Context: an optimization exercise on an open-source flow, tuned for small area. The choices shown serve that exercise and are no tape-out recipe. Function was checked by simulation only, so behaviour that the tests miss may differ from the original. Power is estimated from default activity; no workload was simulated.

==> inputs of build 55 <==
==> flow/design.v <==
module rf_ao22 (input logic a1, a2, b1, b2, output logic y);
    assign y = (a1 & a2) | (b1 & b2);
endmodule
module rf_aoi222 (input logic a1, a2, b1, b2, c1, c2, output logic y);
    assign y = ~((a1 & a2) | (b1 & b2) | (c1 & c2));
endmodule
module rf_and3 (input logic a, b, c, output logic y);
    assign y = a & b & c;
endmodule
module rf_and4 (input logic a, b, c, d, output logic y);
    assign y = a & b & c & d;
endmodule
module rf_or_ao22 (input logic t0, t1, t2, a1, a2, b1, b2, output logic y);
    assign y = ~(t0 & t1 & t2 & ~((a1 & a2) | (b1 & b2)));
endmodule
module rf_nor2 (input logic a, b, output logic y);
    assign y = ~(a | b);
endmodule
module user_project_addr_space_regfile #(
    parameter int unsigned DEPTH        = 16,
    parameter logic [31:0] BASE_ADDR    = 32'h3000_0000,
    parameter int unsigned WAIT_CYCLES  = 0,
    parameter logic [31:0] READ_DEFAULT = 32'h0000_0777
) (
    input  logic        wb_clk_i,
    input  logic        wb_rst_i,
    input  logic        wbs_stb_i,
    input  logic        wbs_cyc_i,
    input  logic        wbs_we_i,
    input  logic [3:0]  wbs_sel_i,
    input  logic [31:0] wbs_dat_i,
    input  logic [31:0] wbs_adr_i,
    output logic        wbs_ack_o,
    output logic [31:0] wbs_dat_o,
    output logic [15:0] access_cnt_o,
    output logic [31:0] last_addr_o
);
    logic             init_q;
    logic [31:0]      mem [16];
    logic [31:0]      mem_n [16];
    logic             acc, hit, wr, rd;
    logic [15:0]      wsel_n, rsel;
    logic [3:0]       sel_n;
    logic [15:0][3:0] lane_we, lane_keep;
    logic [31:0]      rdata;
    logic             hold_dat, miss_n;
    assign acc = wbs_cyc_i & wbs_stb_i & ~wbs_ack_o;
    assign hit = (wbs_adr_i[31:6] == BASE_ADDR[31:6]);
    assign wr  = acc & wbs_we_i & hit;
    assign rd  = acc & ~wbs_we_i;
    assign hold_dat = ~rd;
    assign miss_n   = ~(rd & ~hit);
    assign sel_n    = ~wbs_sel_i;
    for (genvar r = 0; r < 16; r++) begin : g_word
        assign wsel_n[r] = ~(wr & (wbs_adr_i[5:2] == 4'(r)));
        assign rsel[r]   = rd & hit & init_q & (wbs_adr_i[5:2] == 4'(r));
        for (genvar l = 0; l < 4; l++) begin : g_lane
            rf_nor2 u_we   (.a(wsel_n[r]), .b(sel_n[l]), .y(lane_we[r][l]));
            rf_nor2 u_keep (.a(lane_we[r][l]), .b(~init_q), .y(lane_keep[r][l]));
        end
        for (genvar b = 0; b < 32; b++) begin : g_bit
            rf_ao22 u_w (
                .a1(lane_we[r][b/8]), .a2(wbs_dat_i[b]), .b1(lane_keep[r][b/8]), .b2(mem[r][b]),
                .y(mem_n[r][b])
            );
        end
    end
    for (genvar b = 0; b < 32; b++) begin : g_rd
        logic [4:0] t;
        logic       u;
        for (genvar k = 0; k < 5; k++) begin : g_t
            rf_aoi222 u_t (
                .a1(rsel[3*k]),   .a2(mem[3*k][b]),
                .b1(rsel[3*k+1]), .b2(mem[3*k+1][b]),
                .c1(rsel[3*k+2]), .c2(mem[3*k+2][b]),
                .y(t[k])
            );
        end
        if (READ_DEFAULT[b]) begin : g_one
            rf_and4 u_u (.a(t[0]), .b(t[1]), .c(t[2]), .d(miss_n), .y(u));
        end else begin : g_zero
            rf_and3 u_u (.a(t[0]), .b(t[1]), .c(t[2]), .y(u));
        end
        rf_or_ao22 u_or (
            .t0(u), .t1(t[3]), .t2(t[4]),
            .a1(rsel[15]), .a2(mem[15][b]), .b1(hold_dat), .b2(wbs_dat_o[b]),
            .y(rdata[b])
        );
    end
    logic [31:0] last_n;
    for (genvar b = 0; b < 32; b++) begin : g_last
        rf_ao22 u_l (.a1(acc), .a2(wbs_adr_i[b]), .b1(~acc), .b2(last_addr_o[b]), .y(last_n[b]));
    end
    always_ff @(posedge wb_clk_i) begin
        for (int r = 0; r < 16; r++) mem[r] <= mem_n[r];
    end
    always_ff @(posedge wb_clk_i or posedge wb_rst_i) begin
        if (wb_rst_i) begin
            init_q       <= 1'b0;
            wbs_ack_o    <= 1'b0;
            wbs_dat_o    <= '0;
            access_cnt_o <= '0;
            last_addr_o  <= '0;
        end else begin
            init_q    <= 1'b1;
            wbs_ack_o <= acc;
            wbs_dat_o <= rdata;
            last_addr_o <= last_n;
            if (acc && access_cnt_o != 16'hFFFF) access_cnt_o <= access_cnt_o + 16'd1;
        end
    end
endmodule
==> flow/flow/run.sh <==
#!/bin/bash
set -euo pipefail
CTS="-sink_clustering_enable -repair_clock_nets -dont_use_dummy_load -buf_list sky130_fd_sc_hd__clkbuf_8 -root_buf sky130_fd_sc_hd__clkbuf_16 -sink_clustering_size 16 -sink_clustering_max_diameter 50"
bash standard.sh \
  "BUFFER_PORTS_ARGS=-buffer_cell sky130_fd_sc_hd__buf_1" \
  "CTS_ARGS=$CTS" \
  finish > flow_make.log 2>&1
==> flow/standard.sh <==
#!/bin/bash
# synth_recipe.tcl (not shown) runs the flow's synth.tcl, then flattens the netlist and writes it again
# the make line also repeats each setting of config.mk as NAME=value (left out here)
make -C /OpenROAD-flow-scripts/flow DESIGN_CONFIG=/design/flow/config.mk WORK_HOME=/design/flow/orfs CLKGATE_MAP_FILE= SYNTH_SCRIPT=/design/flow/synth_recipe.tcl "${@:-finish}"
==> flow/config.mk <==
export PLATFORM = sky130hd
export DESIGN_NAME = user_project_addr_space_regfile
export DESIGN_NICKNAME = user_project_addr_space_regfile
export VERILOG_FILES = /design/flow/design.v
export SDC_FILE = /design/flow/constraint.sdc
export NUM_CORES = 4
export LEC_CHECK = 0
export CAP_MARGIN = 20
export CORE_MARGIN = 2
export CORE_UTILIZATION = 75
export SLEW_MARGIN = 20
export SYNTH_HIERARCHICAL = 1
export SYNTH_MINIMUM_KEEP_SIZE = 0
==> flow/constraint.sdc <==
create_clock -name core_clock -period 10.0 [get_ports {wb_clk_i}]
set_input_delay 2.0000 -clock core_clock [delete_from_list [all_inputs] [get_ports {wb_clk_i}]]
set_output_delay 2.0000 -clock core_clock [all_outputs]
set_load 0.01 [all_outputs]
==> build 61 (differences from build 55) <==
==> flow/flow/run.sh (replaced) <==
#!/bin/bash
set -euo pipefail
CTS="-sink_clustering_enable -repair_clock_nets -dont_use_dummy_load -buf_list sky130_fd_sc_hd__clkbuf_4 -root_buf sky130_fd_sc_hd__clkbuf_16 -sink_clustering_size 8 -sink_clustering_max_diameter 40"
bash standard.sh \
  "BUFFER_PORTS_ARGS=-buffer_cell sky130_fd_sc_hd__buf_1" \
  "CTS_ARGS=$CTS" \
  finish > flow_make.log 2>&1
--- a/flow/config.mk
+++ b/flow/config.mk
@@ -7,7 +7,7 @@
 export LEC_CHECK = 0
 export CAP_MARGIN = 20
 export CORE_MARGIN = 2
-export CORE_UTILIZATION = 75
+export CORE_UTILIZATION = 60
 export SLEW_MARGIN = 20
 export SYNTH_HIERARCHICAL = 1
 export SYNTH_MINIMUM_KEEP_SIZE = 0
==> trial 78 (differences from build 55) <==
==> flow/run.sh (new file) <==
#!/bin/bash
# synth_recipe.tcl (not shown) runs the flow's synth.tcl, then flattens the netlist and writes it again
# the make line also repeats each setting of config.mk as NAME=value (left out here)
make -C /OpenROAD-flow-scripts/flow DESIGN_CONFIG=/design/flow/config.mk WORK_HOME=/design/flow/orfs CLKGATE_MAP_FILE= SYNTH_SCRIPT=/design/flow/synth_recipe.tcl finish
--- a/flow/config.mk
+++ b/flow/config.mk
@@ -7,7 +7,7 @@
 export LEC_CHECK = 0
 export CAP_MARGIN = 20
 export CORE_MARGIN = 2
-export CORE_UTILIZATION = 75
+export CORE_UTILIZATION = 40
 export SLEW_MARGIN = 20
 export SYNTH_HIERARCHICAL = 1
 export SYNTH_MINIMUM_KEEP_SIZE = 0
removed: flow/flow/run.sh
removed: flow/standard.sh
==> flow_metrics.tcl <==
set metrics [dict create \
    run_status "finished clean" \
    cp-startpoint "wbs_adr_i[21]" \
    power.share.switching 0.246 \
    min_period_ns 5.30 \
    nClkBuffers 88 \
    grt_util_all_layers 0.340 \
    crit_required_ns 10.44 \
    hold_path.startpoint "mem[4][20]$_DFF_P_" \
    wirelength_um 62300 \
    slowest_delay_ns 0.82 \
    worstMarginPinSlew_ns 1.04 \
    die_width_um 190 \
    wl_per_cell_um 26.2 \
    wl_met3_um 6030 \
    clock_latency_ns 0.56 \
    regToRegSetupSlack_ns 6.20 \
    fin_area_um2 22800 \
]
The numbers above come from build 61.

==> flow_metrics.tcl <==
set metrics [dict create \
    worstMarginPinSlew_ns 1.12 \
    fin_area_um2 22500 \
    slowest_delay_ns 0.77 \
    run_status "finished clean" \
    cp-startpoint "wbs_adr_i[8]" \
    die_width_um 170 \
    hold_path.startpoint "mem[13][27]$_DFF_P_" \
    nClkBuffers 44 \
    wl_met3_um 7860 \
]
The numbers above come from build 55.

==> flow_metrics.tcl <==
set metrics [dict create \
    wl_per_cell_um 26.3 \
    run_status "finished clean" \
    power.share.switching 0.229 \
    crit_required_ns 10.50 \
    min_period_ns 5.61 \
    hold_path.startpoint "mem[14][5]$_DFF_P_" \
    wirelength_um 68900 \
    cp-startpoint "wbs_adr_i[7]" \
    grt_util_all_layers 0.250 \
    clock_latency_ns 0.61 \
]
The numbers above come from trial 78.


==> inputs of job 7925 <==
Starts from the design.v that is shown in full above.
==> flow/config.mk <==
export PLATFORM = sky130hd
export DESIGN_NAME = user_project_addr_space_regfile
export DESIGN_NICKNAME = user_project_addr_space_regfile
export VERILOG_FILES = /design/flow/design.v
export SDC_FILE = /design/flow/constraint.sdc
export NUM_CORES = 4
export LEC_CHECK = 0
export CAP_MARGIN = 20
export CORE_MARGIN = 2
export CORE_UTILIZATION = 40
export SLEW_MARGIN = 20
export SYNTH_HIERARCHICAL = 1
export SYNTH_MINIMUM_KEEP_SIZE = 0
==> flow/constraint.sdc <==
create_clock -name core_clock -period 10.0 [get_ports {wb_clk_i}]
set_input_delay 2.0000 -clock core_clock [delete_from_list [all_inputs] [get_ports {wb_clk_i}]]
set_output_delay 2.0000 -clock core_clock [all_outputs]
set_load 0.01 [all_outputs]
standard.sh (not shown) runs the stock make flow with config.mk's settings and CLKGATE_MAP_FILE= SYNTH_SCRIPT=/design/flow/synth_recipe.tcl, a recipe that flattens the netlist after the stock synthesis.
==> flow/flow/run.sh <==
#!/bin/bash
set -euo pipefail
CTS="-sink_clustering_enable -repair_clock_nets -dont_use_dummy_load -buf_list sky130_fd_sc_hd__clkbuf_4 -root_buf sky130_fd_sc_hd__clkbuf_16"
bash standard.sh \
  "BUFFER_PORTS_ARGS=-buffer_cell sky130_fd_sc_hd__buf_1" \
  "CTS_ARGS=$CTS" \
  finish > flow_make.log 2>&1
==> inputs of job 3348, as changes to job 7925 <==
==> flow/design.v (replaced) <==
module rf_inv   (input logic a, output logic y);                 assign y = ~a;                endmodule
module rf_nand2 (input logic a, b, output logic y);              assign y = ~(a & b);          endmodule
module rf_nand3 (input logic a, b, c, output logic y);           assign y = ~(a & b & c);      endmodule
module rf_nor2  (input logic a, b, output logic y);              assign y = ~(a | b);          endmodule
module rf_and2  (input logic a, b, output logic y);              assign y = a & b;             endmodule
module rf_and3  (input logic a, b, c, output logic y);           assign y = a & b & c;         endmodule
module rf_and4  (input logic a, b, c, d, output logic y);        assign y = a & b & c & d;     endmodule
module rf_or2   (input logic a, b, output logic y);              assign y = a | b;             endmodule
module rf_xor2  (input logic a, b, output logic y);              assign y = a ^ b;             endmodule
module rf_ao22 (input logic a1, a2, b1, b2, output logic y);
    assign y = (a1 & a2) | (b1 & b2);
endmodule
module rf_aoi222 (input logic a1, a2, b1, b2, c1, c2, output logic y);
    assign y = ~((a1 & a2) | (b1 & b2) | (c1 & c2));
endmodule
module rf_or_ao22 (input logic t0, t1, t2, a1, a2, b1, b2, output logic y);
    assign y = ~(t0 & t1 & t2 & ~((a1 & a2) | (b1 & b2)));
endmodule
module rf_hit (input logic [25:0] a, output logic y);
    assign y = (a == 26'h0C0_0000);
endmodule
module rf_notfull (input logic [15:0] c, output logic y);
    assign y = ~&c;
endmodule
module user_project_addr_space_regfile #(
    parameter int unsigned DEPTH        = 16,
    parameter logic [31:0] BASE_ADDR    = 32'h3000_0000,
    parameter int unsigned WAIT_CYCLES  = 0,
    parameter logic [31:0] READ_DEFAULT = 32'h0000_0777
) (
    input  logic        wb_clk_i,
    input  logic        wb_rst_i,
    input  logic        wbs_stb_i,
    input  logic        wbs_cyc_i,
    input  logic        wbs_we_i,
    input  logic [3:0]  wbs_sel_i,
    input  logic [31:0] wbs_dat_i,
    input  logic [31:0] wbs_adr_i,
    output logic        wbs_ack_o,
    output logic [31:0] wbs_dat_o,
    output logic [15:0] access_cnt_o,
    output logic [31:0] last_addr_o
);
    logic             init_q;
    logic [31:0]      mem   [16];
    logic [31:0]      mem_n [16];
    logic cs_n, acc, acc_n, we_n, hit, wr, rdh, hold_dat, miss_n, init_n;
    logic a2n, a3n, a4n, a5n;
    logic [3:0]  lo, lo_n, hiw, hir_n, sel_n;
    logic [15:0] wsel_n, rsel;
    rf_nand2 u_cs   (.a(wbs_cyc_i), .b(wbs_stb_i), .y(cs_n));
    rf_nor2  u_acc  (.a(cs_n), .b(wbs_ack_o), .y(acc));              
    rf_inv   u_accn (.a(acc), .y(acc_n));
    rf_inv   u_wen  (.a(wbs_we_i), .y(we_n));
    rf_hit   u_hit  (.a(wbs_adr_i[31:6]), .y(hit));
    rf_and3  u_wr   (.a(acc), .b(wbs_we_i), .c(hit), .y(wr));          
    rf_and4  u_rdh  (.a(acc), .b(we_n), .c(hit), .d(init_q), .y(rdh));  
    rf_nand2 u_hold (.a(acc), .b(we_n), .y(hold_dat));                 
    rf_or2   u_miss (.a(hit), .b(hold_dat), .y(miss_n));               
    rf_inv   u_initn(.a(init_q), .y(init_n));
    rf_inv   u_a2n (.a(wbs_adr_i[2]), .y(a2n));
    rf_inv   u_a3n (.a(wbs_adr_i[3]), .y(a3n));
    rf_inv   u_a4n (.a(wbs_adr_i[4]), .y(a4n));
    rf_inv   u_a5n (.a(wbs_adr_i[5]), .y(a5n));
    rf_nor2  u_lo0 (.a(wbs_adr_i[2]), .b(wbs_adr_i[3]), .y(lo[0]));
    rf_nor2  u_lo1 (.a(a2n), .b(wbs_adr_i[3]), .y(lo[1]));
    rf_nor2  u_lo2 (.a(wbs_adr_i[2]), .b(a3n), .y(lo[2]));
    rf_nor2  u_lo3 (.a(a2n), .b(a3n), .y(lo[3]));
    rf_or2   u_ln0 (.a(wbs_adr_i[2]), .b(wbs_adr_i[3]), .y(lo_n[0]));
    rf_nand2 u_ln1 (.a(wbs_adr_i[2]), .b(a3n), .y(lo_n[1]));
    rf_nand2 u_ln2 (.a(a2n), .b(wbs_adr_i[3]), .y(lo_n[2]));
    rf_nand2 u_ln3 (.a(wbs_adr_i[2]), .b(wbs_adr_i[3]), .y(lo_n[3]));
    rf_and3  u_hw0 (.a(wr), .b(a4n), .c(a5n), .y(hiw[0]));
    rf_and3  u_hw1 (.a(wr), .b(wbs_adr_i[4]), .c(a5n), .y(hiw[1]));
    rf_and3  u_hw2 (.a(wr), .b(a4n), .c(wbs_adr_i[5]), .y(hiw[2]));
    rf_and3  u_hw3 (.a(wr), .b(wbs_adr_i[4]), .c(wbs_adr_i[5]), .y(hiw[3]));
    rf_nand3 u_hr0 (.a(rdh), .b(a4n), .c(a5n), .y(hir_n[0]));
    rf_nand3 u_hr1 (.a(rdh), .b(wbs_adr_i[4]), .c(a5n), .y(hir_n[1]));
    rf_nand3 u_hr2 (.a(rdh), .b(a4n), .c(wbs_adr_i[5]), .y(hir_n[2]));
    rf_nand3 u_hr3 (.a(rdh), .b(wbs_adr_i[4]), .c(wbs_adr_i[5]), .y(hir_n[3]));
    for (genvar r = 0; r < 16; r++) begin : g_dec
        rf_nand2 u_ws (.a(lo[r % 4]), .b(hiw[r / 4]), .y(wsel_n[r]));
        rf_nor2  u_rs (.a(lo_n[r % 4]), .b(hir_n[r / 4]), .y(rsel[r]));
    end
    for (genvar l = 0; l < 4; l++) begin : g_sel
        rf_inv u_sn (.a(wbs_sel_i[l]), .y(sel_n[l]));
    end
    logic [15:0][3:0] lane_we, lane_keep;
    for (genvar r = 0; r < 16; r++) begin : g_word
        for (genvar l = 0; l < 4; l++) begin : g_lane
            rf_nor2 u_we   (.a(wsel_n[r]), .b(sel_n[l]), .y(lane_we[r][l]));
            rf_nor2 u_keep (.a(lane_we[r][l]), .b(init_n), .y(lane_keep[r][l]));
        end
        for (genvar b = 0; b < 32; b++) begin : g_bit
            rf_ao22 u_w (
                .a1(lane_we[r][b/8]), .a2(wbs_dat_i[b]), .b1(lane_keep[r][b/8]), .b2(mem[r][b]),
                .y(mem_n[r][b])
            );
        end
    end
    logic [31:0] rdata;
    for (genvar b = 0; b < 32; b++) begin : g_rd
        logic [4:0] t;
        logic       u;
        for (genvar k = 0; k < 5; k++) begin : g_t
            rf_aoi222 u_t (
                .a1(rsel[3*k]),   .a2(mem[3*k][b]),
                .b1(rsel[3*k+1]), .b2(mem[3*k+1][b]),
                .c1(rsel[3*k+2]), .c2(mem[3*k+2][b]),
                .y(t[k])
            );
        end
        if (READ_DEFAULT[b]) begin : g_one
            rf_and4 u_u (.a(t[0]), .b(t[1]), .c(t[2]), .d(miss_n), .y(u));
        end else begin : g_zero
            rf_and3 u_u (.a(t[0]), .b(t[1]), .c(t[2]), .y(u));
        end
        rf_or_ao22 u_or (
            .t0(u), .t1(t[3]), .t2(t[4]),
            .a1(rsel[15]), .a2(mem[15][b]), .b1(hold_dat), .b2(wbs_dat_o[b]),
            .y(rdata[b])
        );
    end
    logic [31:0] last_n;
    for (genvar b = 0; b < 32; b++) begin : g_last
        rf_ao22 u_l (.a1(acc), .a2(wbs_adr_i[b]), .b1(acc_n), .b2(last_addr_o[b]), .y(last_n[b]));
    end
    logic        notfull;
    logic [16:0] k;
    logic [15:0] cnt_n;
    rf_notfull u_nf (.c(access_cnt_o), .y(notfull));
    rf_and2    u_k0 (.a(acc), .b(notfull), .y(k[0]));
    for (genvar i = 0; i < 16; i++) begin : g_cnt
        rf_xor2 u_s (.a(access_cnt_o[i]), .b(k[i]), .y(cnt_n[i]));
        if (i < 15) begin : g_c
            rf_and2 u_c (.a(access_cnt_o[i]), .b(k[i]), .y(k[i+1]));
        end
    end
    assign k[16] = 1'b0;
    always_ff @(posedge wb_clk_i) begin
        for (int r = 0; r < 16; r++) mem[r] <= mem_n[r];
    end
    always_ff @(posedge wb_clk_i or posedge wb_rst_i) begin
        if (wb_rst_i) begin
            init_q       <= 1'b0;
            wbs_ack_o    <= 1'b0;
            wbs_dat_o    <= '0;
            access_cnt_o <= '0;
            last_addr_o  <= '0;
        end else begin
            init_q       <= 1'b1;
            wbs_ack_o    <= acc;
            wbs_dat_o    <= rdata;
            access_cnt_o <= cnt_n;
            last_addr_o  <= last_n;
        end
    end
endmodule
==> flow/flow/run.sh (replaced) <==
#!/bin/bash
set -euo pipefail
CTS="-sink_clustering_enable -repair_clock_nets -dont_use_dummy_load -root_buf sky130_fd_sc_hd__clkbuf_8 -buf_list sky130_fd_sc_hd__clkbuf_8 -sink_clustering_size 16 -sink_clustering_max_diameter 60"
bash standard.sh \
  "BUFFER_PORTS_ARGS=-buffer_cell sky130_fd_sc_hd__buf_1" \
  "CTS_ARGS=$CTS" \
  finish > flow_make.log 2>&1
--- a/flow/config.mk
+++ b/flow/config.mk
@@ -7,7 +7,7 @@
 export LEC_CHECK = 0
 export CAP_MARGIN = 20
 export CORE_MARGIN = 2
-export CORE_UTILIZATION = 40
+export CORE_UTILIZATION = 75
 export SLEW_MARGIN = 20
 export SYNTH_HIERARCHICAL = 1
 export SYNTH_MINIMUM_KEEP_SIZE = 0
==> inputs of job 2504, as changes to job 7925 <==
==> flow/flow/run.sh (replaced) <==
#!/bin/bash
set -euo pipefail
CTS="-sink_clustering_enable -repair_clock_nets -dont_use_dummy_load -buf_list sky130_fd_sc_hd__clkbuf_8 -root_buf sky130_fd_sc_hd__clkbuf_16 -sink_clustering_size 16 -sink_clustering_max_diameter 50"
bash standard.sh \
  "BUFFER_PORTS_ARGS=-buffer_cell sky130_fd_sc_hd__buf_1" \
  "CTS_ARGS=$CTS" \
  finish > flow_make.log 2>&1
--- a/flow/config.mk
+++ b/flow/config.mk
@@ -7,7 +7,7 @@
 export LEC_CHECK = 0
 export CAP_MARGIN = 20
 export CORE_MARGIN = 2
-export CORE_UTILIZATION = 40
+export CORE_UTILIZATION = 60
 export SLEW_MARGIN = 20
 export SYNTH_HIERARCHICAL = 1
 export SYNTH_MINIMUM_KEEP_SIZE = 0
==> results.yml <==
synth:
  synth_fa_ha_area_share_pct: 0.06047
detailed_routing:
  drt-total-wl_um: 62050
worst_setup_path:
  crit_chain: "buf_1 -> nor4_1 -> nand3_1 -> nor4_4 -> nand2_1 -> nor2_1 -> nor2_1 -> a22o_1"
  critPathMaxStageDelay_ns: 0.82
power:
  p_total_mw: 3.905
  max-vdd-ir-drop_v: 0.0001237
outcome:
  status: "no timing/DRC/antenna violations"
floorplan:
  die_area_um2: 35980
the above is filed under job 2504

==> results.yml <==
cells_and_area:
  layout_common_cells: "a22o_1 (544), dfxtp_1 (512), a222oi_1 (160), clkbuf_4 (155), buf_1 (153)"
  largest_register: "mem"
  num-multi-input-gates: 1055
clock_tree:
  cts_sinks: 594
sta:
  fmax_mhz: 189.6
  setup_viol: 0
power:
  max-vdd-ir-drop_v: 0.0001107
  p_total_mw: 4.274
grt:
  use_met3_pct: 6.484
floorplan:
  die_area_um2: 53560
detailed_routing:
  met1_length_um: 30800
outcome:
  status: "no timing/DRC/antenna violations"
synth:
  synth_fa_ha_area_share_pct: 0.06047
worst_setup_path:
  critPathMaxStageDelay_ns: 0.88
  crit_chain: "buf_1 -> nand2_1 -> nor2_2 -> buf_4 -> inv_2 -> nor4_4 -> nand3_1 -> nor2_1 -> nor2_1 -> a22o_1"
the above is filed under job 7925

==> results.yml <==
outcome:
  status: "no timing/DRC/antenna violations"
place:
  port_buffers: 153
power:
  internal-power_mw: 2.845
  max-vdd-ir-drop_v: 0.0001375
  p_total_mw: 3.745
cells_and_area:
  multi_input_area_share_pct: 36.59
  nFlopsAndLatches: 594
worst_setup_path:
  critPathMaxStageDelay_ns: 0.35
detailed_routing:
  drt-total-wl_um: 60660
the above is filed under job 3348

what the ideal ports hide:
The flow's constraints put no driver on any port. The routed layouts listed below were extracted and timed again, unchanged, in two steps.
Step 1, drivers: a clkbuf_16 drives wb_clk_i and a buf_2 each remaining input, both assumed.
Step 2 times the ports against the registers' clock, not the clock port: input delays grow and output delays shrink by t, the midpoint of the rising clock arrivals with the driver on.
Three values: ideal ports, drivers, drivers and shift; two values: the first two.
run | shift t [ns] | setup slack, ns | worst setup path after step 2
build 55 | 0.566 | 4.785 / 4.812 / 4.246 | input to register
build 61 | 0.594 | 4.700 / 4.737 / 4.143 | input to register
trial 78 | 0.669 | 4.390 / 4.427 / 3.758 | input to register
job 7925 | 0.696 | 4.725 / 4.757 / 4.061 | input to register
job 3348 | 0.633 | 5.245 / 5.272 / 4.639 | input to register
job 2504 | 0.601 | 4.723 / 4.761 / 4.160 | input to register
After both steps every run listed still meets setup and hold. The setup slack of job 7925, which loses most, moves by +0.032 ns with the drivers and by -0.664 ns with both steps.
